Background: an optimization exercise with open tools, aiming at small area. Do not read the settings as production practice. Where RTL was checked, it was by simulation tests only, not by an equivalence proof against the original. No functional check of the RTL was part of runs 1 and 2. No driver is modelled on the clock port, so clocking that relies on it looks cheaper here than on a real chip. Power figures rest on the tool's default switching activity, not on a simulated workload.

==> design.v <==
module prf_aoi222 (
   input  logic a1, a2, b1, b2, c1, c2,
   output logic y
);
   assign y = ~((a1 & a2) | (b1 & b2) | (c1 & c2));
endmodule
module prf_inv (
   input  logic a,
   output logic y
);
   assign y = ~a;
endmodule
module prf_nand4 (
   input  logic a, b, c, d,
   output logic y
);
   assign y = ~(a & b & c & d);
endmodule
module prf_nand2b (
   input  logic an, b,
   output logic y
);
   assign y = an | ~b;
endmodule
module prf_nand3b (
   input  logic an, b, c,
   output logic y
);
   assign y = an | ~b | ~c;
endmodule
module prf_rdbit (
   input  logic [14:0] sel,
   input  logic [14:0] d,
   input  logic        ini_n,    
   output logic        y
);
   logic [4:0] g;
   logic       h;
   for (genvar k = 0; k < 5; k++) begin : g_aoi
      prf_aoi222 u_aoi (
         .a1(sel[3*k]),   .a2(d[3*k]),
         .b1(sel[3*k+1]), .b2(d[3*k+1]),
         .c1(sel[3*k+2]), .c2(d[3*k+2]),
         .y (g[k])
      );
   end
   prf_nand4  u_n4 (.a(g[0]), .b(g[1]), .c(g[2]), .d(g[3]), .y(h));
   prf_nand3b u_n3 (.an(h), .b(g[4]), .c(ini_n), .y(y));
endmodule
module prf_rdbit0 (
   input  logic [14:0] sel,
   input  logic [14:0] d,
   output logic        y
);
   logic [4:0] g;
   logic       h;
   for (genvar k = 0; k < 5; k++) begin : g_aoi
      prf_aoi222 u_aoi (
         .a1(sel[3*k]),   .a2(d[3*k]),
         .b1(sel[3*k+1]), .b2(d[3*k+1]),
         .c1(sel[3*k+2]), .c2(d[3*k+2]),
         .y (g[k])
      );
   end
   prf_nand4  u_n4 (.a(g[0]), .b(g[1]), .c(g[2]), .d(g[3]), .y(h));
   prf_nand2b u_n2 (.an(h), .b(g[4]), .y(y));
endmodule
module pipe_regfile #(
   parameter int unsigned       DATA_W     = 64,
   parameter int unsigned       REG_AW     = 4,
   parameter int unsigned       NREGS      = 15,
   parameter int unsigned       PEND_W     = 2,
   parameter logic [DATA_W-1:0] STACK_INIT = 64'h0000_0000_0000_0200
) (
   input  logic              clk_i,
   input  logic              rst_i,
   input  logic [3:0]        icode_i,
   input  logic [REG_AW-1:0] rA_i,
   input  logic [REG_AW-1:0] rB_i,
   input  logic              dec_valid_i,
   output logic              dec_ready_o,
   output logic [REG_AW-1:0] srcA_o,
   output logic [REG_AW-1:0] srcB_o,
   output logic [REG_AW-1:0] dstE_o,
   output logic [REG_AW-1:0] dstM_o,
   output logic [DATA_W-1:0] valA_o,
   output logic [DATA_W-1:0] valB_o,
   input  logic              wb_valid_i,
   input  logic [REG_AW-1:0] wb_dstE_i,
   input  logic [REG_AW-1:0] wb_dstM_i,
   input  logic              wb_cnd_i,
   input  logic [DATA_W-1:0] wb_valE_i,
   input  logic [DATA_W-1:0] wb_valM_i,
   output logic              err_o
);
   typedef enum logic [3:0] {
      I_RRMOVQ = 4'h2,
      I_IRMOVQ = 4'h3,
      I_RMMOVQ = 4'h4,
      I_MRMOVQ = 4'h5,
      I_OPQ    = 4'h6,
      I_CALL   = 4'h8,
      I_RET    = 4'h9,
      I_PUSHQ  = 4'hA,
      I_POPQ   = 4'hB
   } icode_e;
   localparam logic [REG_AW-1:0] NREG = '1;
   localparam logic [REG_AW-1:0] RSP  = REG_AW'(4);
   localparam logic [PEND_W-1:0] PMAX = '1;
   logic [NREGS-1:0][DATA_W-1:0] regs_q;    
   logic [NREGS-1:0][DATA_W-1:0] regs_d;    
   logic [NREGS-1:0][DATA_W-1:0] regs_dn;
   logic [NREGS-1:0]             wr_q;      
   logic [PEND_W-1:0]            pend [NREGS];
   logic                         err_q;
   logic [REG_AW-1:0] src_a, src_b, dst_e, dst_m;
   logic [NREGS-1:0]  ret, inc, busy, full;
   logic [NREGS-1:0]  hit_m, hit_e, w_m, w_e, w_h;
   logic [NREGS-1:0]  rs_a, rs_b;
   logic              stall, issue;
   logic              ini_a_n, ini_b_n;
   always_comb begin
      src_a = NREG;
      src_b = NREG;
      dst_e = NREG;
      dst_m = NREG;
      case (icode_i)
         I_RRMOVQ: begin src_a = rA_i; dst_e = rB_i; end
         I_IRMOVQ: dst_e = rB_i;
         I_RMMOVQ: begin src_a = rA_i; src_b = rB_i; end
         I_MRMOVQ: begin src_b = rB_i; dst_m = rA_i; end
         I_OPQ:    begin src_a = rA_i; src_b = rB_i; dst_e = rB_i; end
         I_CALL:   begin src_b = RSP; dst_e = RSP; end
         I_RET:    begin src_a = RSP; src_b = RSP; dst_e = RSP; end
         I_PUSHQ:  begin src_a = rA_i; src_b = RSP; dst_e = RSP; end
         I_POPQ:   begin src_a = RSP; src_b = RSP; dst_e = RSP; dst_m = rA_i; end
         default:  ;
      endcase
   end
   always_comb begin
      for (int unsigned r = 0; r < NREGS; r++) begin
         hit_m[r] = wb_valid_i && (wb_dstM_i == REG_AW'(r));
         hit_e[r] = wb_valid_i && wb_cnd_i && (wb_dstE_i == REG_AW'(r));
         w_m[r]   = hit_m[r];
         w_e[r]   = hit_e[r] && !hit_m[r];
         w_h[r]   = !(hit_m[r] || hit_e[r]);
         rs_a[r]  = (src_a == REG_AW'(r)) && (wr_q[r] || !w_h[r]);
         rs_b[r]  = (src_b == REG_AW'(r)) && (wr_q[r] || !w_h[r]);
      end
      ini_a_n = !((src_a == RSP) && !wr_q[4] && w_h[4]);
      ini_b_n = !((src_b == RSP) && !wr_q[4] && w_h[4]);
   end
   for (genvar r = 0; r < NREGS; r++) begin : g_reg
      for (genvar i = 0; i < DATA_W; i++) begin : g_bit
         prf_aoi222 u_wr (
            .a1(w_m[r]), .a2(wb_valM_i[i]),
            .b1(w_e[r]), .b2(wb_valE_i[i]),
            .c1(w_h[r]), .c2(regs_q[r][i]),
            .y (regs_dn[r][i])
         );
         prf_inv u_wi (.a(regs_dn[r][i]), .y(regs_d[r][i]));
      end
   end
   for (genvar i = 0; i < DATA_W; i++) begin : g_rd
      logic [NREGS-1:0] d_col;
      for (genvar r = 0; r < NREGS; r++) begin : g_col
         assign d_col[r] = regs_d[r][i];
      end
      if (STACK_INIT[i]) begin : g_one
         prf_rdbit u_a (.sel(rs_a), .d(d_col), .ini_n(ini_a_n), .y(valA_o[i]));
         prf_rdbit u_b (.sel(rs_b), .d(d_col), .ini_n(ini_b_n), .y(valB_o[i]));
      end else begin : g_zero
         prf_rdbit0 u_a (.sel(rs_a), .d(d_col), .y(valA_o[i]));
         prf_rdbit0 u_b (.sel(rs_b), .d(d_col), .y(valB_o[i]));
      end
   end
   always_comb begin
      ret   = '0;
      busy  = '0;
      full  = '0;
      stall = 1'b0;
      for (int unsigned r = 0; r < NREGS; r++) begin
         ret[r]  = wb_valid_i &&
                   (wb_dstE_i == REG_AW'(r) || wb_dstM_i == REG_AW'(r));
         busy[r] = pend[r] > {{(PEND_W-1){1'b0}}, ret[r]};
         full[r] = (pend[r] == PMAX) && !ret[r];
         if ((src_a == REG_AW'(r) || src_b == REG_AW'(r)) && busy[r]) stall = 1'b1;
         if ((dst_e == REG_AW'(r) || dst_m == REG_AW'(r)) && full[r]) stall = 1'b1;
      end
   end
   assign issue = dec_valid_i && !stall;
   always_comb begin
      inc = '0;
      for (int unsigned r = 0; r < NREGS; r++)
         inc[r] = issue && (dst_e == REG_AW'(r) || dst_m == REG_AW'(r));
   end
   always_ff @(posedge clk_i) begin
      regs_q <= regs_d;
   end
   always_ff @(posedge clk_i or negedge rst_i) begin
      if (!rst_i) begin
         wr_q <= '0;
         for (int unsigned r = 0; r < NREGS; r++)
            pend[r] <= '0;
         err_q <= 1'b0;
      end else begin
         wr_q <= wr_q | hit_m | hit_e;
         for (int unsigned r = 0; r < NREGS; r++) begin
            if (inc[r] && !ret[r]) begin
               if (pend[r] != PMAX) pend[r] <= pend[r] + 1'b1;
            end else if (ret[r] && !inc[r]) begin
               if (pend[r] == '0) err_q   <= 1'b1;
               else               pend[r] <= pend[r] - 1'b1;
            end
         end
      end
   end
   assign srcA_o      = src_a;
   assign srcB_o      = src_b;
   assign dstE_o      = dst_e;
   assign dstM_o      = dst_m;
   assign dec_ready_o = !stall;
   assign err_o       = err_q;
endmodule
==> run.sh <==
#!/bin/bash
# synth_recipe.tcl (not shown) runs the flow's synth.tcl, then flattens the netlist and writes it again
# the make line also repeats each setting of config.mk as NAME=value (left out here)
make -C /OpenROAD-flow-scripts/flow DESIGN_CONFIG=/design/flow/config.mk WORK_HOME=/design/flow/orfs CLKGATE_MAP_FILE= SYNTH_SCRIPT=/design/flow/synth_recipe.tcl finish
==> config.mk <==
export PLATFORM = sky130hd
export DESIGN_NAME = pipe_regfile
export DESIGN_NICKNAME = pipe_regfile
export VERILOG_FILES = /design/flow/design.v
export SDC_FILE = /design/flow/constraint.sdc
export NUM_CORES = 4
export LEC_CHECK = 0
export CAP_MARGIN = 20
export CORE_MARGIN = 2
export CORE_UTILIZATION = 55
export SETUP_SLACK_MARGIN = 0.0
export SLEW_MARGIN = 20
export SYNTH_HIERARCHICAL = 1
==> constraint.sdc <==
create_clock -name core_clock -period 7.0 [get_ports {clk_i}]
set_input_delay 1.4000 -clock core_clock [delete_from_list [all_inputs] [get_ports {clk_i}]]
set_output_delay 1.4000 -clock core_clock [all_outputs]
set_load 0.01 [all_outputs]
==> results.txt, run 1 <==
Status - finished with violations
SO Faults - setup timing
Final wirelength - 229,000 um
Synth Net Count - 4,642
Min cycle time layout - 7.07 ns
Worst-Margin Slew - 1.29 ns
Average size of a mapped cell - 10.2 um2
Drt pass-1 iters - 22
Vias in the first global route - 49,800
Final Hold Vio Count - 0
CTS sink count - 1,006
Top Family by Delay on Critical Path - simple AND/OR/NAND/NOR gates
Data arrival, critical path - 5.67 ns
DRT antenna net count - 0
Hpwl dp - 125,000 um
Root Driver - clkbuf_16
Gate Count Post-Synth - 4,444
Clk_skew - 0.0104 ns
Worst skew pair latency - 0.70 ns
Critical path type - primary input to primary output
Die Area - 84,700 um2
Drt via density - 8.58
Clock Pin Slew Worst Setup and Hold Paths - 0.06 ns
Largest net degree at the start of global routing - 65
CP max stage delay - 1.02 ns
TritonCTS clock tree - done
DRT iter0 DRCs - 18,400
Initial Util - 55.4%
Share of cells above drive strength 1 - 9.83%
GRT overflow - 0
# Post-CTS Setup Buffers - 0
Placed cell area - 52,800 um2
Max-cap viol count - 0
Slew headroom - 13.6%
LEAKAGE - 0.0253 uW
Critical path cell sequence - clkdlybuf4s50_1 -> or3b_2 -> nor3_4 -> buf_4 -> a222oi_1 -> inv_1 -> a222oi_1 -> nand4_1 -> nand2b_1 -> clkdlybuf4s50_1
HP Class - register to register
Core Rows - 105
Worst Setup Start Kind - primary input
H-tree depth - 3
Cell Area, Synth - 45,300 um2
Vias - 53,300
Design area - 56,400 um2
Placed cells - 6,023
Slowest cell on the critical path - nor3_4
CP Data Required Time - 5.60 ns
# IOs - 299
# DRC - 0
GPL Wtd Cong - 0.915
Synth async-reset ratio - 4.57%
Max Root-Sink Buffers - 3
Worst vdd rail ir drop - 0.250 mV
Place WS - 0.268 ns
Initial antenna violation count - 6
Fin crit share - 101%
FF+latch area - 20,400 um2
Endpoints failing setup - 2
Hold slack - 0.474 ns
Pins Over Slew Limit - 0
Post-route core utilization - 68.9%
Port Buffers - 298
EDFF count, synth - 0
Ys Warns - 8
Final Instance Count excl. Fillers - 6,218
Distinct cells, synth - 60
Die Span Y - 291 um
Drt wl/cell - 36.8 um
Filler Cell Count - 6,458
Pwr/cell area - 302 nW/um2
Synth Flop Type - dfxtp_1
TritonCTS Buffers - 106
Crit path max fanout - 23
Total track usage - 50.5%
Fmax - 141 MHz
Placeable Area - 81,800 um2
Seq/Total Area, Yosys - 44.9%
R2R Setup Slk - 3.20 ns
Final worst slack - -0.0735 ns
RSZ-0062 raised after global routing - false
Global-route wire length before repair - 327,000 um
Crit end category - primary output
Area grow syn2layout - 24.4%
CP bufs+invs - 4
Area of the multi-input gates - 21,700 um2
Final net count - 5,261
Yosys reg bits - 1,006
Die Span X - 291 um
==> per-module statistics from Yosys, one instance, submodules excluded, a selection <==
module | area, um2 | cells
pipe_regfile | 24100 | 1628
prf_nand2b | 6.26 | 1
prf_nand3b | 7.51 | 1
prf_nand4 | 6.26 | 1
prf_aoi222 | 10.0 | 1
prf_inv | 3.75 | 1
==> kinds of logic after synthesis <==
group	after synthesis	share of synthesized area, %
compound gates	1765	37.6
buf+inv	1057	8.83
flops	1006	44.9
simple gates	569	7.30
fa+ha+maj	45	1.24
mux	2	0.0442
==> Yosys cell counts (7+ instances only) <==
| cell type | instances | area share [%] |
|---|---|---|
| nor2b_1 | 10 | 0.14 |
| nor2_1 | 88 | 0.73 |
| or2_2 | 9 | 0.12 |
| dfxtp_1 | 960 | 42 |
| a222oi_1 | 1600 | 35 |
| ha_1 | 45 | 1.2 |
| and4_1 | 16 | 0.31 |
| o21bai_1 | 12 | 0.20 |
| o21ai_0 | 34 | 0.38 |
| dfrtp_1 | 46 | 2.5 |
| nand2_1 | 20 | 0.17 |
| nand2b_1 | 138 | 1.9 |
| nor3_1 | 74 | 0.82 |
| clkbuf_1 | 20 | 0.17 |
| buf_2 | 7 | 0.077 |
| o22ai_1 | 15 | 0.21 |
| nand3_1 | 14 | 0.15 |
| nand4_1 | 153 | 2.1 |
| inv_1 | 1024 | 8.5 |
| a211oi_1 | 19 | 0.31 |
| a21oi_1 | 39 | 0.43 |
| o32ai_1 | 7 | 0.14 |
| nand3b_1 | 8 | 0.13 |
==> cell type report <==
type	instances	share of cell area, %
inverters	1024	6.81
multi-input cells	2381	38.4
flip-flops and latches	1006	36.1
clock buffers	166	5.73
clock inverters	26	0.519
diodes	1	0.00444
well taps	1070	2.37
repair buffers	544	10.0
==> stage by stage <==
| step | setup TNS [ns] | total power (uW) |
|---|---|---|
| 2_1_floorplan | -87.44 | 9930 |
| 3_3_place_gp | 0 | 11000 |
| 3_5_place_dp | 0 | 11200 |
| 4_1_cts | 0 | 16800 |
| 5_1_grt | 0 | 17600 |
| 6_report | -0.102 | 17100 |
==> path summary, 6_finish.rpt <==
check                                        from                 endpoint  cells past startpoint
max                                      wb_cnd_i               valA_o[10]                     10
max in group asynchronous                   rst_i        wr_q[1]$_DFF_PN0_                      2
max reg2reg                pend[3][0]$_DFFE_PN0P_          err_q$_DFF_PN0_                     15
min reg2reg                pend[0][0]$_DFFE_PN0P_   pend[0][0]$_DFFE_PN0P_                      1
min in group asynchronous                   rst_i  pend[10][1]$_DFFE_PN0P_                      2
min                        pend[0][0]$_DFFE_PN0P_   pend[0][0]$_DFFE_PN0P_                      1
==> power by group <==
part | total (uW) | switching [uW] | internal [uW]
clock | 5780 | 2500 | 3280
combinational | 3760 | 2260 | 1500
sequential | 7520 | 392 | 7120
total | 17100 | 5150 | 11900
==> registers in the layout, summed over array words and instances, names as in the netlist <==
| signal | count |
|---|---|
| wr_q | 15 |
| pend | 30 |
| regs_q | 960 |
| err_q | 1 |
==> cells in the final DEF, fill, tap and decap left out, types with 5 or more instances in the layout <==
cell / instances
and4_1: 16
a222oi_1: 1600
nor2_1: 62
buf_4: 179
nor3_1: 31
ha_1: 45
o21a_1: 5
clkbuf_1: 27
a21oi_1: 39
clkbuf_16: 108
and2_1: 6
nor2b_1: 10
dfxtp_1: 960
o21bai_1: 12
nand3b_1: 8
nor2_4: 29
clkbuf_8: 31
o22ai_1: 15
inv_1: 1024
nand4_1: 153
nor4b_1: 5
o21ai_0: 34
clkdlybuf4s50_1: 297
nand3_1: 14
nand2b_1: 138
clkinv_2: 14
or2_2: 9
a31oi_1: 5
dfrtp_1: 46
o32ai_1: 7
nor3_4: 40
nand2_1: 20
buf_12: 63
a211oi_1: 19
==> metal layers <==
metal  track usage, %  vias to the layer above  wire, um  share of wire (%)
met5                0                        -        50              0.022
met3             19.0                     1571     44900                 20
met2             71.1                     6002     88700                 39
met1             64.7                    24900     75400                 33
li1                 -                    20900         -                  -
met4             32.7                        8     19800                8.6
==> repair_timing <==
item / in CTS / in global routing
gates resized for setup: 0 / 0
hold buffers: 0 / 0
endpoints found under the setup margin: 0 / 2
==> run 2: changes to the inputs <==
--- a/design.v
+++ b/design.v
@@ -114,4 +114,5 @@
    logic [PEND_W-1:0]            pend [NREGS];
    logic                         err_q;
+   logic [NREGS-1:0]             pend_zero;
    logic [REG_AW-1:0] src_a, src_b, dst_e, dst_m;
    logic [NREGS-1:0]  ret, inc, busy, full;
@@ -177,4 +178,5 @@
    always_comb begin
       ret   = '0;
+      pend_zero = '0;
       busy  = '0;
       full  = '0;
@@ -183,5 +185,6 @@
          ret[r]  = wb_valid_i &&
                    (wb_dstE_i == REG_AW'(r) || wb_dstM_i == REG_AW'(r));
-         busy[r] = pend[r] > {{(PEND_W-1){1'b0}}, ret[r]};
+         pend_zero[r] = (pend[r] == '0);
+         busy[r] = pend[r][1] || (pend[r][0] && !ret[r]);
          full[r] = (pend[r] == PMAX) && !ret[r];
          if ((src_a == REG_AW'(r) || src_b == REG_AW'(r)) && busy[r]) stall = 1'b1;
@@ -207,11 +210,10 @@
          wr_q <= wr_q | hit_m | hit_e;
          for (int unsigned r = 0; r < NREGS; r++) begin
-            if (inc[r] && !ret[r]) begin
-               if (pend[r] != PMAX) pend[r] <= pend[r] + 1'b1;
-            end else if (ret[r] && !inc[r]) begin
-               if (pend[r] == '0) err_q   <= 1'b1;
-               else               pend[r] <= pend[r] - 1'b1;
-            end
+            if (inc[r] && !ret[r])
+               pend[r] <= {pend[r][1] | pend[r][0], pend[r][1] | !pend[r][0]};
+            else if (ret[r] && !inc[r])
+               pend[r] <= {pend[r][1] & pend[r][0], pend[r][1] & !pend[r][0]};
          end
+         if (|(ret & ~inc & pend_zero)) err_q <= 1'b1;
       end
    end
==> flow/run.sh (new file) <==
#!/bin/bash
# Standard ORFS layout (the standard.sh) with two changes:
#  - port buffers use the smallest buffer, sky130_fd_sc_hd__buf_1, rather than
#    the delay cell buffer_ports picks by default;
#  - CTS clusters up to 24 sinks per leaf buffer and inserts no dummy loads.
set -euo pipefail
export BUFFER_PORTS_ARGS="-buffer_cell sky130_fd_sc_hd__buf_1"
export CTS_ARGS="-sink_clustering_enable -repair_clock_nets -dont_use_dummy_load -sink_clustering_size 24 -sink_clustering_max_diameter 60"
bash standard.sh finish > standard_flow.log 2>&1
==> standard.sh (new file) <==
#!/bin/bash
# synth_recipe.tcl (not shown) runs the flow's synth.tcl, then flattens the netlist and writes it again
# the make line also repeats each setting of config.mk as NAME=value (left out here)
make -C /OpenROAD-flow-scripts/flow DESIGN_CONFIG=/design/flow/config.mk WORK_HOME=/design/flow/orfs CLKGATE_MAP_FILE= SYNTH_SCRIPT=/design/flow/synth_recipe.tcl "${@:-finish}"
--- a/config.mk
+++ b/config.mk
@@ -8,6 +8,6 @@
 export CAP_MARGIN = 20
 export CORE_MARGIN = 2
-export CORE_UTILIZATION = 55
-export SETUP_SLACK_MARGIN = 0.0
+export CORE_UTILIZATION = 40
+export SETUP_SLACK_MARGIN = 0.1
 export SLEW_MARGIN = 20
 export SYNTH_HIERARCHICAL = 1
removed: run.sh
==> run 2 against run 1 <==
The run now finishes clean. Clock-buffer cell count shrank 69. Clock skew grew 0.024 ns. Fmax grew 6.1%. Largest power group unchanged. Synthesized cell count grew 0.34%. Routed wire length grew 4.8%. Utilization shrank 22 points. Critical path type unchanged. Design area shrank 5.7%. Global-route usage shrank 12 points. Die area grew 37%. Sequential share of layout area grew 2.2 points. Total power shrank 8.4%.
==> results.txt, run 2 <==
Clk_skew - 0.0345 ns (was 0.0104 ns)
# IOs - 299 (unchanged)
Data arrival, critical path - 5.27 ns (was 5.67 ns)
Final Instance Count excl. Fillers - 6,502 (was 6,218)
Max layer used - met5 (unchanged)
Worst vdd rail ir drop - 0.197 mV (was 0.250 mV)
Sw frac - 30.8% (was 30.2%)
Pins Over Slew Limit - 0 (unchanged)
Max-cap viol count - 0 (unchanged)
Slowest cell on the critical path - buf_4 (was nor3_4)
Share of cells above drive strength 1 - 7.19% (was 9.83%)
Seq/Total Area, Yosys - 44.9% (about the same)
Most frequent cells in the layout - 1,601 x a222oi_1, 1,002 x inv_1, 960 x dfxtp_1 (was 1,600 x a222oi_1, 1,024 x inv_1, 960 x dfxtp_1)
Crit end category - primary output (unchanged)
DRT antenna net count - 0 (unchanged)
Status - complete, no violations (was finished with violations)
H-tree depth - 3 (unchanged)
Worst-Margin Slew - 1.22 ns (was 1.29 ns)
Clock power share - 29.7% (was 33.9%)
GPL Wtd Cong - 0.907 (was 0.915)
RSZ-0062 raised after global routing - false (unchanged)
Yosys top cell area share - 42.3% (was 42.4%)
Top Family by Delay on Critical Path - buffers and inverters (was simple AND/OR/NAND/NOR gates)
# resized after CTS - 0 (unchanged)
Cell Area, Synth - 45,400 um2 (was 45,300 um2)
Reg-to-Reg Start - pend[4][0]$_DFFE_PN0P_ (was pend[3][0]$_DFFE_PN0P_)
Vias - 51,800 (was 53,300)
Drt via density - 7.96 (was 8.58)
GRT overflow - 0 (unchanged)
Largest cells by area after synthesis - dfxtp_1 42%, a222oi_1 35%, inv_1 8.3% (was dfxtp_1 42%, a222oi_1 35%, inv_1 8.5%)
Final wirelength - 240,000 um (was 229,000 um)
Final net count - 5,178 (was 5,261)
Sequential power share - 47.9% (was 44.1%)
Final worst slack - 0.330 ns (was -0.0735 ns)
DRT iter0 DRCs - 15,900 (was 18,400)
Area grow syn2layout - 17.2% (was 24.4%)
Initial antenna violation count - 16 (was 6)
TritonCTS Buffers - 97 (was 106)
Initial Util - 40.3% (was 55.4%)
Placed cell area - 50,700 um2 (was 52,800 um2)
Synth Net Count - 4,642 (unchanged)
WL met2 - 100,000 um (was 88,700 um)
Largest regs - regs_q (960), pend (30), wr_q (15) (unchanged)
Fin crit share - 95.3% (was 101%)
Crit path max fanout - 36 (was 23)
Placed cells - 6,395 (was 6,023)
Commonest cells in the synthesized netlist - 1,601 x a222oi_1, 1,002 x inv_1, 960 x dfxtp_1 (was 1,600 x a222oi_1, 1,024 x inv_1, 960 x dfxtp_1)
EDFF count, synth - 0 (unchanged)
Synth async-reset ratio - 4.57% (unchanged)
Worst Setup Start Kind - primary input (unchanged)
Most common cell in the synthesized netlist - a222oi_1 (unchanged)
CTS sink count - 1,006 (unchanged)
Drt pass-1 iters - 17 (was 22)
Critical path cell sequence - buf_1 -> nand2_1 -> nor2_4 -> buf_4 -> buf_4 -> a222oi_1 -> inv_1 -> a222oi_1 -> nand4_1 -> nand2b_1 -> buf_1 (was clkdlybuf4s50_1 -> or3b_2 -> nor3_4 -> buf_4 -> a222oi_1 -> inv_1 -> a222oi_1 -> nand4_1 -> nand2b_1 -> clkdlybuf4s50_1)
Yosys reg bits - 1,006 (unchanged)
Core Rows - 123 (was 105)
# Post-CTS Setup Buffers - 0 (unchanged)
Top reg by flops - regs_q (unchanged)
WL met1 - 83,500 um (was 75,400 um)
Comb power frac - 22.4% (was 22.0%)
Vias in the first global route - 48,600 (was 49,800)
LEAKAGE - 0.0237 uW (was 0.0253 uW)
CP startpoint - wb_dstM_i[0] (was wb_cnd_i)
P_sw - 4810 uW (was 5150 uW)
Global-route wire length before repair - 337,000 um (was 327,000 um)
Pwr/cell area - 294 nW/um2 (was 302 nW/um2)
Average size of a mapped cell - 10.2 um2 (about the same)
Commonest non-fill, non-tap cell in the layout - a222oi_1 (unchanged)
Area leader, netlist - dfxtp_1 (unchanged)
Largest net degree at the start of global routing - 68 (was 65)
# DRC - 0 (unchanged)
Synth Flop Type - dfxtp_1 (unchanged)
Total track usage - 38.6% (was 50.5%)
Hpwl dp - 130,000 um (was 125,000 um)
Critical path type - primary input to primary output (unchanged)
Final Hold Vio Count - 0 (unchanged)
Int Power - 10,800 uW (was 11,900 uW)
Slew headroom - 18.3% (was 13.6%)
Max Root-Sink Buffers - 3 (unchanged)
Die Span Y - 341 um (was 291 um)
CP max stage delay - 0.74 ns (was 1.02 ns)
Design area - 53,200 um2 (was 56,400 um2)
Met3 WL - 41,100 um (was 44,900 um)
Die Span X - 341 um (was 291 um)
Root Driver - clkbuf_16 (unchanged)
Distinct cells, synth - 61 (was 60)
HP Class - register to register (unchanged)
TritonCTS clock tree - done (unchanged)
Gate Count Post-Synth - 4,459 (was 4,444)
CP bufs+invs - 5 (was 4)
Worst skew pair latency - 0.66 ns (was 0.70 ns)
Clock Pin Slew Worst Setup and Hold Paths - 0.03 ns (was 0.06 ns)
Ys Warns - 8 (unchanged)
Endpoints failing setup - 0 (was 2)
Place WS - 0.592 ns (was 0.268 ns)
Hold_buf cts - 0 (unchanged)
Worst hold start - regs_q[447]$_DFF_P_ (was pend[0][0]$_DFFE_PN0P_)
Die Area - 116,000 um2 (was 84,700 um2)
Drt wl/cell - 36.9 um (was 36.8 um)
CP Data Required Time - 5.60 ns (about the same)
Placeable Area - 112,000 um2 (was 81,800 um2)
Fmax - 150 MHz (was 141 MHz)
Min cycle time layout - 6.67 ns (was 7.07 ns)
Largest register FFs - 960 (unchanged)
Port Buffers - 298 (unchanged)
-- run 2: cell count changes in the layout (fill, tap and decap cells not counted), moves of 16 or more --
cell,previous run,this run
nand2_1,20,40
inv_1,1024,1002
a211oi_1,19,3
buf_1,0,297
buf_4,179,129
clkbuf_1,27,0
clkdlybuf4s50_1,297,0
clkbuf_8,31,0
and3_1,3,22
nor2b_1,10,28
buf_12,63,41
-- run 2: through the flow --
| step | power (uW) | util [%] | hold WS, ns | TNS (ns) |
|---|---|---|---|---|
| floorplan | 9870 | - | 0.438 | -87.99 |
| detailed placement | 10900 | 45.1 | 0.475 | 0 |
| global placement | 10800 | 45.0 | 0.467 | 0 |
| finish | 15600 | 47.3 | 0.486 | 0 |
| CTS | 15500 | 47.2 | 0.485 | 0 |
| global route | 16200 | 47.3 | 0.510 | 0 |
-- run 2: metal layers --
| metal | track usage, % | up-vias |
|---|---|---|
| li1 | - | 20700 |
| met5 | 0 | - |
| met4 | 20.2 | 16 |
| met1 | 49.7 | 24900 |
| met2 | 57.8 | 5106 |
| met3 | 12.3 | 1100 |
-- run 2: per-module statistics from Yosys (local to each module, per instance), excerpt --
module	copies in the design	flip-flops and latches
prf_inv	960	0
prf_nand2b	126	0
prf_aoi222	1600	0
prf_nand4	128	0
prf_nand3b	2	0
pipe_regfile	1	1006
-- run 2: worst reg2reg max path, stage by stage (launching register included) --
cell	delay, ns
dfrtp_1	0.37
inv_1	0.11
a221oi_1	0.10
o32a_1	0.27
a221oi_2	0.18
o211ai_1	0.17
nor4b_4	0.31
buf_4	0.34
nand4_1	0.15
ha_1	0.21
a22oi_1	0.32
nand4_1	0.17
or2_2	0.32
-- run 2: cell type report --
cell class / count / area (um2)
antenna: 9 / 22.5
clock buffer: 97 / 2430
fill: 10700 / 59300
inverter: 1002 / 3760
multi-input combinational: 2417 / 21800
sequential: 1006 / 20400
tap: 1500 / 1880
timing repair buffer: 471 / 2950
-- run 2: power groups by stage --
stage | Sequential, uW | Clock, uW | Combinational, uW
global placement | 7540 | 0 | 3270
finish | 7480 | 4640 | 3500
floorplan | 7480 | 0 | 2390
global route | 7590 | 4840 | 3800
CTS | 7470 | 4630 | 3380
detailed placement | 7590 | 0 | 3360
-- run 2: kinds of logic after synthesis --
family	after synthesis	synth area share, %
and+or+nand+nor	602	7.64
buffers and inverters	1036	8.62
muxes	14	0.309
AOI/OAI and AO/OA	1771	37.7
DFF	1006	44.9
adders and majority gates	30	0.827
-- run 2: path summary, 6_finish.rpt --
check | depth (start not counted) | slack, ns | to
max in group asynchronous | 2 | 5.68 | wr_q[11]$_DFF_PN0_
hold / removal | 2 | 0.49 | regs_q[447]$_DFF_P_
hold reg to reg | 2 | 0.49 | regs_q[447]$_DFF_P_
setup reg to reg | 12 | 3.86 | err_q$_DFFE_PN0P_
setup / recovery | 11 | 0.33 | valB_o[39]
min in group asynchronous | 2 | 0.86 | pend[3][1]$_DFFE_PN0P_
==> run 3: changes to the inputs <==
--- a/design.v
+++ b/design.v
@@ -114,10 +114,10 @@
    logic [PEND_W-1:0]            pend [NREGS];
    logic                         err_q;
-   logic [NREGS-1:0]             pend_zero;
    logic [REG_AW-1:0] src_a, src_b, dst_e, dst_m;
-   logic [NREGS-1:0]  ret, inc, busy, full;
+   logic [15:0]       oh_sa, oh_sb, oh_de, oh_dm, oh_wm, oh_we;
+   logic [NREGS-1:0]  ret, inc, busy, full, pend_nz;
    logic [NREGS-1:0]  hit_m, hit_e, w_m, w_e, w_h;
    logic [NREGS-1:0]  rs_a, rs_b;
-   logic              stall, issue;
+   logic              stall;
    logic              ini_a_n, ini_b_n;
    always_comb begin
@@ -140,15 +140,30 @@
    end
    always_comb begin
+      for (int unsigned r = 0; r < 16; r++) begin
+         oh_sa[r] = (src_a == REG_AW'(r));
+         oh_sb[r] = (src_b == REG_AW'(r));
+         oh_de[r] = (dst_e == REG_AW'(r));
+         oh_dm[r] = (dst_m == REG_AW'(r));
+         oh_wm[r] = (wb_dstM_i == REG_AW'(r));
+         oh_we[r] = (wb_dstE_i == REG_AW'(r));
+      end
       for (int unsigned r = 0; r < NREGS; r++) begin
-         hit_m[r] = wb_valid_i && (wb_dstM_i == REG_AW'(r));
-         hit_e[r] = wb_valid_i && wb_cnd_i && (wb_dstE_i == REG_AW'(r));
-         w_m[r]   = hit_m[r];
-         w_e[r]   = hit_e[r] && !hit_m[r];
-         w_h[r]   = !(hit_m[r] || hit_e[r]);
-         rs_a[r]  = (src_a == REG_AW'(r)) && (wr_q[r] || !w_h[r]);
-         rs_b[r]  = (src_b == REG_AW'(r)) && (wr_q[r] || !w_h[r]);
-      end
-      ini_a_n = !((src_a == RSP) && !wr_q[4] && w_h[4]);
-      ini_b_n = !((src_b == RSP) && !wr_q[4] && w_h[4]);
+         hit_m[r]   = wb_valid_i && oh_wm[r];
+         hit_e[r]   = wb_valid_i && wb_cnd_i && oh_we[r];
+         ret[r]     = wb_valid_i && (oh_wm[r] || oh_we[r]);
+         w_m[r]     = hit_m[r];
+         w_e[r]     = hit_e[r] && !hit_m[r];
+         w_h[r]     = !(hit_m[r] || hit_e[r]);
+         rs_a[r]    = oh_sa[r] && (wr_q[r] || !w_h[r]);
+         rs_b[r]    = oh_sb[r] && (wr_q[r] || !w_h[r]);
+         pend_nz[r] = pend[r][1] || pend[r][0];
+         busy[r]    = pend[r][1] || (pend[r][0] && !ret[r]);
+         full[r]    = pend[r][1] && pend[r][0] && !ret[r];
+      end
+      ini_a_n = !(oh_sa[RSP] && !wr_q[RSP] && w_h[RSP]);
+      ini_b_n = !(oh_sb[RSP] && !wr_q[RSP] && w_h[RSP]);
+      stall   = |(((oh_sa[NREGS-1:0] | oh_sb[NREGS-1:0]) & busy) |
+                  ((oh_de[NREGS-1:0] | oh_dm[NREGS-1:0]) & full));
+      inc     = {NREGS{dec_valid_i && !stall}} & (oh_de[NREGS-1:0] | oh_dm[NREGS-1:0]);
    end
    for (genvar r = 0; r < NREGS; r++) begin : g_reg
@@ -176,26 +191,4 @@
       end
    end
-   always_comb begin
-      ret   = '0;
-      pend_zero = '0;
-      busy  = '0;
-      full  = '0;
-      stall = 1'b0;
-      for (int unsigned r = 0; r < NREGS; r++) begin
-         ret[r]  = wb_valid_i &&
-                   (wb_dstE_i == REG_AW'(r) || wb_dstM_i == REG_AW'(r));
-         pend_zero[r] = (pend[r] == '0);
-         busy[r] = pend[r][1] || (pend[r][0] && !ret[r]);
-         full[r] = (pend[r] == PMAX) && !ret[r];
-         if ((src_a == REG_AW'(r) || src_b == REG_AW'(r)) && busy[r]) stall = 1'b1;
-         if ((dst_e == REG_AW'(r) || dst_m == REG_AW'(r)) && full[r]) stall = 1'b1;
-      end
-   end
-   assign issue = dec_valid_i && !stall;
-   always_comb begin
-      inc = '0;
-      for (int unsigned r = 0; r < NREGS; r++)
-         inc[r] = issue && (dst_e == REG_AW'(r) || dst_m == REG_AW'(r));
-   end
    always_ff @(posedge clk_i) begin
       regs_q <= regs_d;
@@ -208,5 +201,5 @@
          err_q <= 1'b0;
       end else begin
-         wr_q <= wr_q | hit_m | hit_e;
+         wr_q <= wr_q | ~w_h;
          for (int unsigned r = 0; r < NREGS; r++) begin
             if (inc[r] && !ret[r])
@@ -215,5 +208,5 @@
                pend[r] <= {pend[r][1] & pend[r][0], pend[r][1] & !pend[r][0]};
          end
-         if (|(ret & ~inc & pend_zero)) err_q <= 1'b1;
+         if (|(ret & ~inc & ~pend_nz)) err_q <= 1'b1;
       end
    end
==> flow/run.sh (replaced) <==
#!/bin/bash
# Standard ORFS layout (the standard.sh) with two changes:
#  - port buffers use the smallest buffer, sky130_fd_sc_hd__buf_1, rather than
#    the delay cell buffer_ports picks by default;
#  - CTS clusters up to 26 sinks per leaf buffer and inserts no dummy loads.
set -euo pipefail
export BUFFER_PORTS_ARGS="-buffer_cell sky130_fd_sc_hd__buf_1"
export CTS_ARGS="-sink_clustering_enable -repair_clock_nets -dont_use_dummy_load -sink_clustering_size 26 -sink_clustering_max_diameter 100"
bash standard.sh finish > standard_flow.log 2>&1
--- a/config.mk
+++ b/config.mk
@@ -9,4 +9,5 @@
 export CORE_MARGIN = 2
 export CORE_UTILIZATION = 40
+export PLACE_DENSITY = 0.5
 export SETUP_SLACK_MARGIN = 0.1
 export SLEW_MARGIN = 20
==> run 3 against run 2 <==
First-iteration DRC count shrank 11%. Global-route usage grew 0.95 points. Cell count shrank 0.40%. Still clean. Worst hold slack gained 0.012 ns. Critical path depth is the same.
==> results.txt, run 3 <==
Vias - 50,500 (was 51,800)
Average size of a mapped cell - 10.2 um2 (about the same)
R2R Setup Slk - 3.84 ns (was 3.86 ns)
TritonCTS Buffers - 48 (was 97)
Pins Over Slew Limit - 0 (unchanged)
Vias in the first global route - 47,700 (was 48,600)
Total power - 14,100 uW (was 15,600 uW)
Pwr/cell area - 269 nW/um2 (was 294 nW/um2)
GPL Wtd Cong - 0.865 (was 0.907)
FF+latch area - 20,400 um2 (unchanged)
Placeable Area - 113,000 um2 (was 112,000 um2)
Final Hold Vio Count - 0 (unchanged)
Sum of negative setup slack - 0 ns (unchanged)
Yosys top cell area share - 42.3% (about the same)
Hold endpoint - regs_q[742]$_DFF_P_ (was regs_q[447]$_DFF_P_)
Hold Path Depth - 2 (unchanged)
Hpwl dp - 138,000 um (was 130,000 um)
Area of the multi-input gates - 21,800 um2 (about the same)
Reg-to-Reg Start - pend[7][1]$_DFFE_PN0P_ (was pend[4][0]$_DFFE_PN0P_)
Initial antenna violation count - 12 (was 16)
Max-cap viol count - 0 (unchanged)
Area leader, netlist - dfxtp_1 (unchanged)
EDFF count, synth - 0 (unchanged)
Share of cells above drive strength 1 - 7.33% (was 7.19%)
Drt via density - 7.80 (was 7.96)
Min cycle time layout - 6.76 ns (was 6.67 ns)
Top reg by flops - regs_q (unchanged)
Endpoints failing setup - 0 (unchanged)
GRT overflow - 0 (unchanged)
H-tree depth - 2 (was 3)
Initial Util - 40.4% (was 40.3%)
Status - complete, no violations (unchanged)
Total track usage - 39.6% (was 38.6%)
Gate Count Post-Synth - 4,447 (was 4,459)
Commonest non-fill, non-tap cell in the layout - a222oi_1 (unchanged)
Worst-Margin Slew - 1.21 ns (was 1.22 ns)
Root Driver - clkbuf_16 (unchanged)
Critical path type - primary input to primary output (unchanged)
Ys Warns - 8 (unchanged)
Cells on worst reg2reg path - 9 (was 12)
Synth Flop Type - dfxtp_1 (unchanged)
Commonest cells in the synthesized netlist - 1,601 x a222oi_1, 997 x inv_1, 960 x dfxtp_1 (was 1,601 x a222oi_1, 1,002 x inv_1, 960 x dfxtp_1)
Drt pass-1 iters - 14 (was 17)
HP Class - register to register (unchanged)
LEAKAGE - 0.0232 uW (was 0.0237 uW)
CP Data Required Time - 5.60 ns (about the same)
Largest register FFs - 960 (unchanged)
Fmax - 148 MHz (was 150 MHz)
R2R Path End - err_q$_DFFE_PN0P_ (unchanged)
DRT antenna net count - 0 (unchanged)
Clock Pin Slew Worst Setup and Hold Paths - 0.06 ns (was 0.03 ns)
Yosys reg bits - 1,006 (unchanged)
Final net count - 5,153 (was 5,178)
Distinct cells, synth - 64 (was 61)
Core Rows - 123 (unchanged)
Slew headroom - 19.0% (was 18.3%)
Filler Cell Count - 10,900 (was 10,700)
Port Buffers - 298 (unchanged)
TritonCTS clock tree - done (unchanged)
Crit end category - primary output (unchanged)
DRT iter0 DRCs - 14,200 (was 15,900)
Global-route wire length before repair - 342,000 um (was 337,000 um)
Seq/Total Area, Yosys - 44.8% (was 44.9%)
# Post-CTS Setup Buffers - 0 (unchanged)
Most frequent cells in the layout - 1,601 x a222oi_1, 997 x inv_1, 960 x dfxtp_1 (was 1,601 x a222oi_1, 1,002 x inv_1, 960 x dfxtp_1)
Cell Area, Synth - 45,500 um2 (was 45,400 um2)
Worst vdd rail ir drop - 0.167 mV (was 0.197 mV)
Die Span X - 341 um (about the same)
Synth Net Count - 4,630 (was 4,642)
Max Root-Sink Buffers - 3 (unchanged)
Worst hold start - regs_q[742]$_DFF_P_ (was regs_q[447]$_DFF_P_)
Data arrival, critical path - 5.36 ns (was 5.27 ns)
Largest cells by area after synthesis - dfxtp_1 42%, a222oi_1 35%, inv_1 8.2% (was dfxtp_1 42%, a222oi_1 35%, inv_1 8.3%)
# IOs - 299 (unchanged)
# DRC - 0 (unchanged)
Area grow syn2layout - 15.1% (was 17.2%)
Worst skew pair latency - 0.68 ns (was 0.66 ns)
Largest net degree at the start of global routing - 65 (was 68)
Die Area - 116,000 um2 (about the same)
Fin crit share - 96.6% (was 95.3%)
RSZ-0062 raised after global routing - false (unchanged)
Final wirelength - 244,000 um (was 240,000 um)
Most common cell in the synthesized netlist - a222oi_1 (unchanged)
Largest regs - regs_q (960), pend (30), wr_q (15) (unchanged)
Clk_skew - 0.0418 ns (was 0.0345 ns)
Die Span Y - 341 um (about the same)
CTS sink count - 1,006 (unchanged)
Drt wl/cell - 37.7 um (was 36.9 um)
Crit path max fanout - 22 (was 36)
Synth async-reset ratio - 4.57% (unchanged)
Worst Setup Start Kind - primary input (unchanged)
-- run 3: changes by cell type after synthesis, moves of 9 or more --
cell / change
a21oi_1: -22
and2_1: +10
and3_1: -16
nand4_1: +9
o21ai_0: -10
-- run 3: what timing repair did --
item | 4_1_cts | 5_1_grt
setup endpoints to repair | 0 | 2
gates resized for setup | 0 | 1
hold buffers | 0 | 0
-- run 3: area by class of cell --
type                    count  area share, %
diodes                      8         0.0383
inverters                 997           7.15
clock buffers              48           2.30
well taps                1500           3.59
flip-flops and latches   1006           38.9
multi-input cells        2403           41.6
repair buffers            514           6.39
-- run 3: logic make-up (layout without fill, tap and decap cells) --
logic type	after synthesis	after routing	synth area share, %
muxes	15	15	0.330
buffers and inverters	1038	1559	8.74
adders and majority gates	30	30	0.826
AOI/OAI and AO/OA	1764	1764	37.7
and+or+nand+nor	594	594	7.55
DFF	1006	1006	44.8
other	0	8	0
-- run 3: report_power, final --
group | internal [uW] | total (uW) | switching, uW
Combinational | 1260 | 3410 | 2140
Clock | 1230 | 3250 | 2020
Sequential | 7080 | 7430 | 349
Total | 9580 | 14100 | 4510
-- run 3: worst max-delay path: stages --
cell and delay, ns:
buf_1 0.41, or3b_2 0.70, nor2_4 0.30, nor2_4 0.26
buf_4 0.32, a222oi_1 0.32, inv_1 0.12, a222oi_1 0.69
nand4_1 0.40, nand2b_1 0.27, buf_1 0.14
-- run 3: per-layer routing --
layer	share of wire, %	vias up	track usage (%)	routed length (um)
li1	-	20600	-	-
met1	37	24900	51.4	90500
met2	44	4248	61.5	108000
met3	14	761	9.07	33400
met4	5.1	14	20.2	12500
met5	0.035	-	0	85
-- run 3: per-stage QoR --
stage	setup slack (ns)	instance area (um2)	std cells	utilization, %	hold slack [ns]
after floorplan	0.0825	45700	4447	-	0.438
after global placement	0.411	50900	6414	45.2	0.469
after detailed placement	0.424	51100	6420	45.4	0.476
after CTS	0.403	52300	6468	46.4	0.495
after global routing	0.130	52300	6472	46.4	0.516
final	0.236	52300	6476	46.4	0.498
-- run 3: Yosys stat by module (local to each module, per instance), a selection --
module	times used	area, um2	cells inside	flip-flops and latches
pipe_regfile	1	24200	1631	1006
prf_nand2b	126	6.26	1	0
prf_nand4	128	6.26	1	0
prf_nand3b	2	7.51	1	0
prf_inv	960	3.75	1	0
prf_aoi222	1600	10.0	1	0
-- run 3: worst max path at each step --
stage / start / end / slack (ns) / cells past startpoint
finish: wb_valid_i / valA_o[53] / 0.24 / 11
global route: wb_valid_i / valB_o[53] / 0.13 / 12
CTS: wb_valid_i / valB_o[44] / 0.40 / 11
detailed placement: wb_valid_i / valB_o[44] / 0.42 / 11
global placement: wb_valid_i / valA_o[44] / 0.41 / 10
floorplan: wb_dstM_i[3] / valA_o[9] / 0.08 / 8
==> run 4: changes to the inputs <==
--- a/design.v
+++ b/design.v
@@ -114,56 +114,67 @@
    logic [PEND_W-1:0]            pend [NREGS];
    logic                         err_q;
+   logic [NREGS-1:0]             pend_nz;
    logic [REG_AW-1:0] src_a, src_b, dst_e, dst_m;
-   logic [15:0]       oh_sa, oh_sb, oh_de, oh_dm, oh_wm, oh_we;
-   logic [NREGS-1:0]  ret, inc, busy, full, pend_nz;
+   logic              a_ra, a_sp, b_rb, b_sp, e_rb, e_sp, m_ra;
+   logic [15:0]       oh_ra, oh_rb, oh_wm, oh_we;
+   logic [NREGS-1:0]  oh_sa, oh_sb, oh_de, oh_dm, oh_d;
+   logic [NREGS-1:0]  ret, inc, up, dn, busy, full, v_e;
    logic [NREGS-1:0]  hit_m, hit_e, w_m, w_e, w_h;
    logic [NREGS-1:0]  rs_a, rs_b;
-   logic              stall;
+   logic              stall, issue;
    logic              ini_a_n, ini_b_n;
    always_comb begin
-      src_a = NREG;
-      src_b = NREG;
-      dst_e = NREG;
-      dst_m = NREG;
+      a_ra = 1'b0; a_sp = 1'b0; b_rb = 1'b0; b_sp = 1'b0;
+      e_rb = 1'b0; e_sp = 1'b0; m_ra = 1'b0;
       case (icode_i)
-         I_RRMOVQ: begin src_a = rA_i; dst_e = rB_i; end
-         I_IRMOVQ: dst_e = rB_i;
-         I_RMMOVQ: begin src_a = rA_i; src_b = rB_i; end
-         I_MRMOVQ: begin src_b = rB_i; dst_m = rA_i; end
-         I_OPQ:    begin src_a = rA_i; src_b = rB_i; dst_e = rB_i; end
-         I_CALL:   begin src_b = RSP; dst_e = RSP; end
-         I_RET:    begin src_a = RSP; src_b = RSP; dst_e = RSP; end
-         I_PUSHQ:  begin src_a = rA_i; src_b = RSP; dst_e = RSP; end
-         I_POPQ:   begin src_a = RSP; src_b = RSP; dst_e = RSP; dst_m = rA_i; end
+         I_RRMOVQ: begin a_ra = 1'b1; e_rb = 1'b1; end
+         I_IRMOVQ: e_rb = 1'b1;
+         I_RMMOVQ: begin a_ra = 1'b1; b_rb = 1'b1; end
+         I_MRMOVQ: begin b_rb = 1'b1; m_ra = 1'b1; end
+         I_OPQ:    begin a_ra = 1'b1; b_rb = 1'b1; e_rb = 1'b1; end
+         I_CALL:   begin b_sp = 1'b1; e_sp = 1'b1; end
+         I_RET:    begin a_sp = 1'b1; b_sp = 1'b1; e_sp = 1'b1; end
+         I_PUSHQ:  begin a_ra = 1'b1; b_sp = 1'b1; e_sp = 1'b1; end
+         I_POPQ:   begin a_sp = 1'b1; b_sp = 1'b1; e_sp = 1'b1; m_ra = 1'b1; end
          default:  ;
       endcase
+      src_a = a_ra ? rA_i : (a_sp ? RSP : NREG);
+      src_b = b_rb ? rB_i : (b_sp ? RSP : NREG);
+      dst_e = e_rb ? rB_i : (e_sp ? RSP : NREG);
+      dst_m = m_ra ? rA_i : NREG;
    end
    always_comb begin
       for (int unsigned r = 0; r < 16; r++) begin
-         oh_sa[r] = (src_a == REG_AW'(r));
-         oh_sb[r] = (src_b == REG_AW'(r));
-         oh_de[r] = (dst_e == REG_AW'(r));
-         oh_dm[r] = (dst_m == REG_AW'(r));
+         oh_ra[r] = (rA_i == REG_AW'(r));
+         oh_rb[r] = (rB_i == REG_AW'(r));
          oh_wm[r] = (wb_dstM_i == REG_AW'(r));
          oh_we[r] = (wb_dstE_i == REG_AW'(r));
       end
       for (int unsigned r = 0; r < NREGS; r++) begin
-         hit_m[r]   = wb_valid_i && oh_wm[r];
-         hit_e[r]   = wb_valid_i && wb_cnd_i && oh_we[r];
-         ret[r]     = wb_valid_i && (oh_wm[r] || oh_we[r]);
-         w_m[r]     = hit_m[r];
-         w_e[r]     = hit_e[r] && !hit_m[r];
-         w_h[r]     = !(hit_m[r] || hit_e[r]);
-         rs_a[r]    = oh_sa[r] && (wr_q[r] || !w_h[r]);
-         rs_b[r]    = oh_sb[r] && (wr_q[r] || !w_h[r]);
+         oh_sa[r] = (a_ra && oh_ra[r]) || (a_sp && r == RSP);
+         oh_sb[r] = (b_rb && oh_rb[r]) || (b_sp && r == RSP);
+         oh_de[r] = (e_rb && oh_rb[r]) || (e_sp && r == RSP);
+         oh_dm[r] = m_ra && oh_ra[r];
+         oh_d[r]  = oh_de[r] || oh_dm[r];
+         hit_m[r] = wb_valid_i && oh_wm[r];
+         v_e[r]   = wb_valid_i && oh_we[r];
+         hit_e[r] = wb_cnd_i && v_e[r];
+         ret[r]   = hit_m[r] || v_e[r];
+         w_m[r]   = hit_m[r];
+         w_e[r]   = hit_e[r] && !hit_m[r];
+         w_h[r]   = !(hit_m[r] || hit_e[r]);
+         rs_a[r]  = oh_sa[r] && (wr_q[r] || !w_h[r]);
+         rs_b[r]  = oh_sb[r] && (wr_q[r] || !w_h[r]);
          pend_nz[r] = pend[r][1] || pend[r][0];
-         busy[r]    = pend[r][1] || (pend[r][0] && !ret[r]);
-         full[r]    = pend[r][1] && pend[r][0] && !ret[r];
+         busy[r]  = pend[r][1] || (pend[r][0] && !ret[r]);
+         full[r]  = pend[r][1] && pend[r][0] && !ret[r];
       end
       ini_a_n = !(oh_sa[RSP] && !wr_q[RSP] && w_h[RSP]);
       ini_b_n = !(oh_sb[RSP] && !wr_q[RSP] && w_h[RSP]);
-      stall   = |(((oh_sa[NREGS-1:0] | oh_sb[NREGS-1:0]) & busy) |
-                  ((oh_de[NREGS-1:0] | oh_dm[NREGS-1:0]) & full));
-      inc     = {NREGS{dec_valid_i && !stall}} & (oh_de[NREGS-1:0] | oh_dm[NREGS-1:0]);
+      stall   = |(((oh_sa | oh_sb) & busy) | (oh_d & full));
+      issue   = dec_valid_i && !stall;
+      inc     = {NREGS{issue}} & oh_d;
+      up      = inc & ~ret;
+      dn      = ret & ~inc;
    end
    for (genvar r = 0; r < NREGS; r++) begin : g_reg
@@ -203,10 +214,9 @@
          wr_q <= wr_q | ~w_h;
          for (int unsigned r = 0; r < NREGS; r++) begin
-            if (inc[r] && !ret[r])
-               pend[r] <= {pend[r][1] | pend[r][0], pend[r][1] | !pend[r][0]};
-            else if (ret[r] && !inc[r])
-               pend[r] <= {pend[r][1] & pend[r][0], pend[r][1] & !pend[r][0]};
+            pend[r][1] <= (pend[r][1] && (pend[r][0] || !dn[r])) || (up[r] && pend[r][0]);
+            if (up[r] || dn[r])
+               pend[r][0] <= pend[r][0] ? (up[r] && pend[r][1]) : (up[r] || pend[r][1]);
          end
-         if (|(ret & ~inc & ~pend_nz)) err_q <= 1'b1;
+         if (|(dn & ~pend_nz)) err_q <= 1'b1;
       end
    end
==> run 4 against run 3 <==
Largest power group unchanged. Register-to-register slack got worse by 0.27 ns. Critical path depth is the same. Utilization down 0.083 points. Critical endpoint is now valA_o[6].
==> results.txt, run 4 <==
Comb power frac - 24.6% (was 24.2%)
Max Root-Sink Buffers - 3 (unchanged)
Fin crit share - 92.4% (was 96.6%)
Slew headroom - 14.1% (was 19.0%)
Total track usage - 39.8% (was 39.6%)
Levels on crit path - 11 (unchanged)
Vias - 50,600 (was 50,500)
RSZ-0062 raised after global routing - false (unchanged)
Initial Util - 40.3% (was 40.4%)
Largest register FFs - 960 (unchanged)
Drt via density - 7.83 (was 7.80)
Commonest non-fill, non-tap cell in the layout - a222oi_1 (unchanged)
CP Data Required Time - 5.60 ns (about the same)
GRT overflow - 0 (unchanged)
Yosys top cell area share - 42.4% (was 42.3%)
P_sw - 4580 uW (was 4510 uW)
Filler Cell Count - 11,000 (was 10,900)
Average size of a mapped cell - 10.2 um2 (about the same)
# DRC - 0 (unchanged)
Drt wl/cell - 38.1 um (was 37.7 um)
Hold_buf cts - 0 (unchanged)
Most common cell in the synthesized netlist - a222oi_1 (unchanged)
CTS sink count - 1,006 (unchanged)
Top Family by Delay on Critical Path - simple AND/OR/NAND/NOR gates (unchanged)
LEAKAGE - 0.0228 uW (was 0.0232 uW)
Placeable Area - 112,000 um2 (was 113,000 um2)
Xor and xnor area share after synthesis - 0% (unchanged)
Critical path cell sequence - buf_1 -> or3b_1 -> nor2_1 -> nor2_4 -> buf_4 -> a222oi_1 -> inv_1 -> a222oi_1 -> nand4_1 -> nand2b_1 -> buf_1 (was buf_1 -> or3b_2 -> nor2_4 -> nor2_4 -> buf_4 -> a222oi_1 -> inv_1 -> a222oi_1 -> nand4_1 -> nand2b_1 -> buf_1)
Cells on worst reg2reg path - 10 (was 9)
Largest regs - regs_q (960), pend (30), wr_q (15) (unchanged)
Simple-gate area share of the yosys netlist - 7.31% (was 7.55%)
Die Area - 116,000 um2 (about the same)
Fmax - 155 MHz (was 148 MHz)
# IOs - 299 (unchanged)
Share of cells above drive strength 1 - 7.02% (was 7.33%)
Sequential power share - 52.7% (about the same)
Pwr/cell area - 272 nW/um2 (was 269 nW/um2)
Hold Path Depth - 2 (unchanged)
Clk_skew - 0.0358 ns (was 0.0418 ns)
Gate Count Post-Synth - 4,451 (was 4,447)
Final net count - 5,144 (was 5,153)
Area grow syn2layout - 15.0% (was 15.1%)
Worst skew pair latency - 0.66 ns (was 0.68 ns)
Seq/Total Area, Yosys - 45.0% (was 44.8%)
Top reg by flops - regs_q (unchanged)
CP max stage delay - 0.97 ns (was 0.70 ns)
Root Driver - clkbuf_16 (unchanged)
Largest net degree at the start of global routing - 65 (unchanged)
Mux contribution to synthesized area - 0% (was 0.330%)
Sw frac - 32.3% (was 32.0%)
Most frequent cells in the layout - 1,600 x a222oi_1, 1,020 x inv_1, 960 x dfxtp_1 (was 1,601 x a222oi_1, 997 x inv_1, 960 x dfxtp_1)
HP Class - register to register (unchanged)
Worst-Margin Slew - 1.29 ns (was 1.21 ns)
Cell Area, Synth - 45,300 um2 (was 45,500 um2)
Min cycle time layout - 6.47 ns (was 6.76 ns)
Status - complete, no violations (unchanged)
Total power - 14,200 uW (was 14,100 uW)
Core Rows - 123 (unchanged)
GPL Wtd Cong - 0.891 (was 0.865)
TritonCTS clock tree - done (unchanged)
# resized after CTS - 0 (unchanged)
Vias in the first global route - 47,300 (was 47,700)
Largest cells by area after synthesis - dfxtp_1 42%, a222oi_1 35%, inv_1 8.5% (was dfxtp_1 42%, a222oi_1 35%, inv_1 8.2%)
Pins Over Slew Limit - 0 (unchanged)
Initial antenna violation count - 9 (was 12)
Slowest cell on the critical path - nor2_4 (was or3b_2)
Crit end category - primary output (unchanged)
Crit path max fanout - 23 (was 22)
Worst Setup Start Kind - primary input (unchanged)
Commonest cells in the synthesized netlist - 1,600 x a222oi_1, 1,020 x inv_1, 960 x dfxtp_1 (was 1,601 x a222oi_1, 997 x inv_1, 960 x dfxtp_1)
Clock power share - 22.7% (was 23.1%)
Die Span X - 341 um (about the same)
Port Buffers - 298 (unchanged)
H-tree depth - 2 (unchanged)
Hpwl dp - 139,000 um (was 138,000 um)
Endpoints failing setup - 0 (unchanged)
Synth Flop Type - dfxtp_1 (unchanged)
Final Hold Vio Count - 0 (unchanged)
Synth Area in Compound Gates - 37.9% (was 37.7%)
Max-cap viol count - 0 (unchanged)
Yosys reg bits - 1,006 (unchanged)
DRT antenna net count - 0 (unchanged)
Worst vdd rail ir drop - 0.190 mV (was 0.167 mV)
Area leader, netlist - dfxtp_1 (unchanged)
Drt pass-1 iters - 17 (was 14)
CP bufs+invs - 4 (unchanged)
# Post-CTS Setup Buffers - 0 (unchanged)
Critical path type - primary input to primary output (unchanged)
Synth Net Count - 4,634 (was 4,630)
Die Span Y - 341 um (about the same)
Data arrival, critical path - 5.07 ns (was 5.36 ns)
Ys Warns - 8 (unchanged)
TritonCTS Buffers - 47 (was 48)
Int Power - 9580 uW (about the same)
EDFF count, synth - 0 (unchanged)
Distinct cells, synth - 54 (was 64)
Post-Synth Adder-Cell Area - 0.829% (was 0.826%)
Largest family of logic cells by synthesized area - compound AO/OA/AOI/OAI gates (unchanged)
DRT iter0 DRCs - 14,400 (was 14,200)
Global-route wire length before repair - 344,000 um (was 342,000 um)
Clock Pin Slew Worst Setup and Hold Paths - 0.06 ns (about the same)
Sum of negative setup slack - 0 ns (unchanged)
Synth async-reset ratio - 4.57% (unchanged)
Final wirelength - 246,000 um (was 244,000 um)
## run 4: worst min-delay path: cells and delay by family, from the launching register on
family | cells | cell delay (ns)
flip-flops | 1 | 0.31
AO/OA/AOI/OAI | 1 | 0.07
buffers and inverters | 1 | 0.09
## run 4: per-module statistics from Yosys, one instance, submodules excluded, a selection
module	area (um2)	flops+latches	cells inside	times used
prf_aoi222	10.0	0	1	1600
pipe_regfile	24100	1006	1635	1
prf_nand4	6.26	0	1	128
prf_nand3b	7.51	0	1	2
prf_inv	3.75	0	1	960
prf_nand2b	6.26	0	1	126
## run 4: final timing paths
| path | slack (ns) | start | endpoint |
|---|---|---|---|
| max in group asynchronous | 5.66 | rst_i | pend[0][0]$_DFFE_PN0P_ |
| worst max-delay path | 0.53 | wb_valid_i | valA_o[6] |
| worst min-delay path | 0.50 | regs_q[432]$_DFF_P_ | regs_q[432]$_DFF_P_ |
| worst max register to register | 3.57 | pend[9][0]$_DFFE_PN0P_ | err_q$_DFFE_PN0P_ |
| min in group asynchronous | 0.84 | rst_i | wr_q[0]$_DFF_PN0_ |
| worst min register to register | 0.50 | regs_q[432]$_DFF_P_ | regs_q[432]$_DFF_P_ |
## run 4: per-layer routing
| metal | part of all wire [%] | global-route usage (%) | vias up | routed length (um) |
|---|---|---|---|---|
| met4 | 4.8 | 17.6 | 6 | 11900 |
| met1 | 38 | 53.7 | 24900 | 93600 |
| met5 | 0.014 | 0 | - | 34 |
| met3 | 15 | 10.3 | 711 | 35700 |
| li1 | - | - | 20600 | - |
| met2 | 43 | 59.9 | 4332 | 105000 |
## run 4: cell type report
type | instances | area [um2] | share of cell area, %
Inverter | 1022 | 3840 | 7.36
Timing Repair Buffer | 507 | 3340 | 6.41
Tap cell | 1500 | 1880 | 3.60
Sequential cell | 1006 | 20400 | 39.1
Clock buffer | 47 | 1180 | 2.26
Multi-Input combinational cell | 2377 | 21500 | 41.2
Antenna cell | 3 | 7.51 | 0.0144
## run 4: metrics by stage
stage          area (um2)  setup slack [ns]  hold WS, ns  util, %  cells
3_5_place_dp        50800             0.643        0.476     45.2   6408
3_3_place_gp        50800             0.667        0.468     45.2   6407
2_1_floorplan       45500            0.0969        0.438        -   4451
4_1_cts             52000             0.644        0.498     46.3   6455
5_1_grt             52100             0.469        0.518     46.4   6461
6_report            52100             0.535        0.498     46.4   6462
## run 4: kinds of logic (layout without fill, tap and decap cells)
| logic type | count (synthesis) | after routing |
|---|---|---|
| AOI/OAI and AO/OA | 1763 | 1763 |
| adders and majority gates | 30 | 30 |
| buffers and inverters | 1068 | 1576 |
| DFF | 1006 | 1006 |
| other | 0 | 3 |
| and+or+nand+nor | 584 | 584 |
## run 4: power by group through the flow
stage | combinational [uW] | sequential, uW | clock (uW)
after floorplan | 2370 | 7480 | 0
after global placement | 3300 | 7550 | 0
after detailed placement | 3360 | 7590 | 0
after CTS | 3370 | 7460 | 3240
after global routing | 3790 | 7580 | 3410
final | 3480 | 7470 | 3220
==> run 5: changes to the inputs <==
==> flow/run.sh (replaced) <==
#!/bin/bash
# Standard ORFS layout (the standard.sh) with these changes:
#  - port buffers use the smallest buffer, sky130_fd_sc_hd__buf_1, rather than
#    the delay cell buffer_ports picks by default;
#  - at the start of CTS, flow/rebuffer.tcl replaces the placement repair's
#    buffer trees on high-fanout nets with one buf_8 per net;
#  - CTS clusters up to 26 sinks per leaf buffer and inserts no dummy loads.
set -euo pipefail
export BUFFER_PORTS_ARGS="-buffer_cell sky130_fd_sc_hd__buf_1"
export PRE_CTS_TCL="$PWD/flow/rebuffer.tcl"
export CTS_ARGS="-sink_clustering_enable -repair_clock_nets -dont_use_dummy_load -sink_clustering_size 26 -sink_clustering_max_diameter 100"
bash standard.sh finish > standard_flow.log 2>&1
==> flow/rebuffer.tcl (new file) <==
# Sourced at the start of CTS (PRE_CTS_TCL), on the placed design.
# The placement-stage repair buffers high-fanout select nets with trees of
# small buffers. Collapse those trees (only the repair's own "place*"
# buffers; port buffers are kept) and give each net with many loads a single
# buf_8 instead. repair_design then fixes anything left over and the cells
# are legalised again.
set block [ord::get_db_block]
set n 0
foreach i [$block getInsts] {
  if {![string match "place*" [$i getName]]} continue
  set in {}
  set out {}
  foreach it [$i getITerms] {
    if {[$it isInputSignal]} { set in [$it getNet] }
    if {[$it isOutputSignal]} { set out [$it getNet] }
  }
  if {$in eq "" || $out eq "" || $in eq "NULL" || $out eq "NULL"} continue
  if {[llength [$out getBTerms]] > 0 || [llength [$in getBTerms]] > 0} continue
  foreach it [$out getITerms] {
    if {[$it getInst] eq $i} continue
    $it disconnect
    $it connect $in
  }
  foreach it [$i getITerms] { $it disconnect }
  odb::dbInst_destroy $i
  odb::dbNet_destroy $out
  incr n
}
puts "rebuffer: collapsed $n repair buffers"
set hf {}
foreach net [$block getNets] {
  if {[$net getSigType] ne "SIGNAL"} continue
  if {[llength [$net getBTerms]] > 0} continue
  if {[llength [$net getITerms]] - 1 >= 24} { lappend hf [$net getName] }
}
puts "rebuffer: [llength $hf] high-fanout nets get one buf_8"
foreach nn $hf {
  insert_buffer -buffer_cell sky130_fd_sc_hd__buf_8 -net [get_nets $nn]
}
estimate_parasitics -placement
repair_design -cap_margin $::env(CAP_MARGIN) -slew_margin $::env(SLEW_MARGIN)
detailed_placement
==> run 5 against run 4 <==
Routed wire length decreased by 1.5%. Cell count decreased by 1.9%. Sequential power about the same. Via count down 1.5%. Critical endpoint is now valA_o[39]. Synthesized cell count stayed put. Setup slack got worse by 0.42 ns. Die area unchanged. Highest routed layer unchanged. Area after synthesis unchanged.
==> results.txt, run 5 <==
Drt via density - 7.86 (was 7.83)
Filler Cell Count - 11,000 (about the same)
Sum of negative setup slack - 0 ns (unchanged)
Largest cells by area after synthesis - dfxtp_1 42%, a222oi_1 35%, inv_1 8.5% (unchanged)
Int Power - 9590 uW (was 9580 uW)
Drt pass-1 iters - 14 (was 17)
EDFF count, synth - 0 (unchanged)
# IOs - 299 (unchanged)
Pins Over Slew Limit - 0 (unchanged)
CTS sink count - 1,006 (unchanged)
Cell Area, Synth - 45,300 um2 (unchanged)
Yosys top cell area share - 42.4% (unchanged)
Largest net degree at the start of global routing - 69 (was 65)
Vias - 49,800 (was 50,600)
Data arrival, critical path - 5.48 ns (was 5.07 ns)
Fin crit share - 98.3% (was 92.4%)
Worst vdd rail ir drop - 0.168 mV (was 0.190 mV)
TritonCTS Buffers - 48 (was 47)
Endpoints failing setup - 0 (unchanged)
HP Class - register to register (unchanged)
Status - complete, no violations (unchanged)
Die Span Y - 341 um (unchanged)
P_sw - 4590 uW (was 4580 uW)
Worst-Margin Slew - 1.07 ns (was 1.29 ns)
Initial Util - 40.3% (unchanged)
Port Buffers - 298 (unchanged)
Average size of a mapped cell - 10.2 um2 (unchanged)
Distinct cells, synth - 54 (unchanged)
Top Family by Delay on Critical Path - simple AND/OR/NAND/NOR gates (unchanged)
Global-route wire length before repair - 338,000 um (was 344,000 um)
Crit path max fanout - 67 (was 23)
R2R Path End - err_q$_DFFE_PN0P_ (unchanged)
Slew headroom - 28.5% (was 14.1%)
CP startpoint - wb_dstM_i[0] (was wb_valid_i)
Final net count - 5,022 (was 5,144)
Drt wl/cell - 38.2 um (was 38.1 um)
Die Span X - 341 um (unchanged)
Slowest cell on the critical path - nor3_1 (was nor2_4)
Ys Warns - 8 (unchanged)
Levels on crit path - 11 (unchanged)
Cells on worst reg2reg path - 9 (was 10)
Crit end category - primary output (unchanged)
Worst Setup EP - valA_o[39] (was valA_o[6])
CP Data Required Time - 5.60 ns (about the same)
RSZ-0062 raised after global routing - false (unchanged)
Largest register FFs - 960 (unchanged)
GRT overflow - 0 (unchanged)
Initial antenna violation count - 8 (was 9)
Critical path cell sequence - buf_1 -> nand2b_1 -> nor2_4 -> buf_8 -> nor3_1 -> nor3_4 -> buf_8 -> a222oi_1 -> nand4_1 -> nand2b_1 -> buf_1 (was buf_1 -> or3b_1 -> nor2_1 -> nor2_4 -> buf_4 -> a222oi_1 -> inv_1 -> a222oi_1 -> nand4_1 -> nand2b_1 -> buf_1)
[run 5: cells by family after synthesis]
family	synth area share [%]
AOI/OAI and AO/OA	37.9
buffers and inverters	8.97
and+or+nand+nor	7.31
DFF	45.0
adders and majority gates	0.829
[run 5: per-layer routing]
layer | up-vias | wire (um) | GRT usage (%)
li1 | 20400 | - | -
met3 | 634 | 36000 | 9.58
met2 | 4280 | 104000 | 59.3
met5 | - | 25 | 0
met1 | 24600 | 91200 | 52.7
met4 | 4 | 10800 | 17.0
[run 5: cell type report, without the clock buffers]
cell class | instances | area share [%]
multi-input combinational | 2377 | 42.0
sequential | 1006 | 39.8
inverter | 1022 | 7.49
timing repair buffer | 384 | 4.68
tap | 1500 | 3.67
antenna | 5 | 0.0244
[run 5: power groups by stage]
stage               Combinational (uW)  Sequential [uW]  Clock (uW)
floorplan                         2370             7480           0
CTS                               3340             7460        3270
global placement                  3300             7550           0
detailed placement                3360             7590           0
finish                            3460             7480        3250
global route                      3760             7580        3440
[run 5: tightest hold or removal path: cells and delay by family, from the launching register on]
| family | cells | cell delay, ns |
|---|---|---|
| DFF | 1 | 0.31 |
| buffers and inverters | 1 | 0.09 |
| AOI/OAI and AO/OA | 1 | 0.07 |
[run 5: timing repair]
item	4_1_cts	5_1_grt
buffers inserted	0	4
resized for setup	0	4
setup endpoints to repair	0	13
hold buffers	0	0
[run 5: how the worst min path moves through the flow]
stage | from | endpoint | cells after the start
finish | regs_q[445]$_DFF_P_ | regs_q[445]$_DFF_P_ | 2
global route | regs_q[819]$_DFF_P_ | regs_q[819]$_DFF_P_ | 2
CTS | regs_q[201]$_DFF_P_ | regs_q[201]$_DFF_P_ | 2
detailed placement | regs_q[201]$_DFF_P_ | regs_q[201]$_DFF_P_ | 2
global placement | regs_q[516]$_DFF_P_ | regs_q[516]$_DFF_P_ | 2
floorplan | wr_q[10]$_DFF_PN0_ | wr_q[10]$_DFF_PN0_ | 2
[run 5: metrics by stage]
stage,hold slack [ns],area [um2]
6_report,0.502,51200
3_5_place_dp,0.476,50800
4_1_cts,0.496,51100
2_1_floorplan,0.438,45500
5_1_grt,0.517,51200
3_3_place_gp,0.468,50800
[run 5: Yosys stat by module, one instance, submodules excluded, a selection]
module,cells inside,flops+latches
pipe_regfile,1635,1006
prf_nand2b,1,0
prf_inv,1,0
prf_aoi222,1,0
prf_nand4,1,0
prf_nand3b,1,0
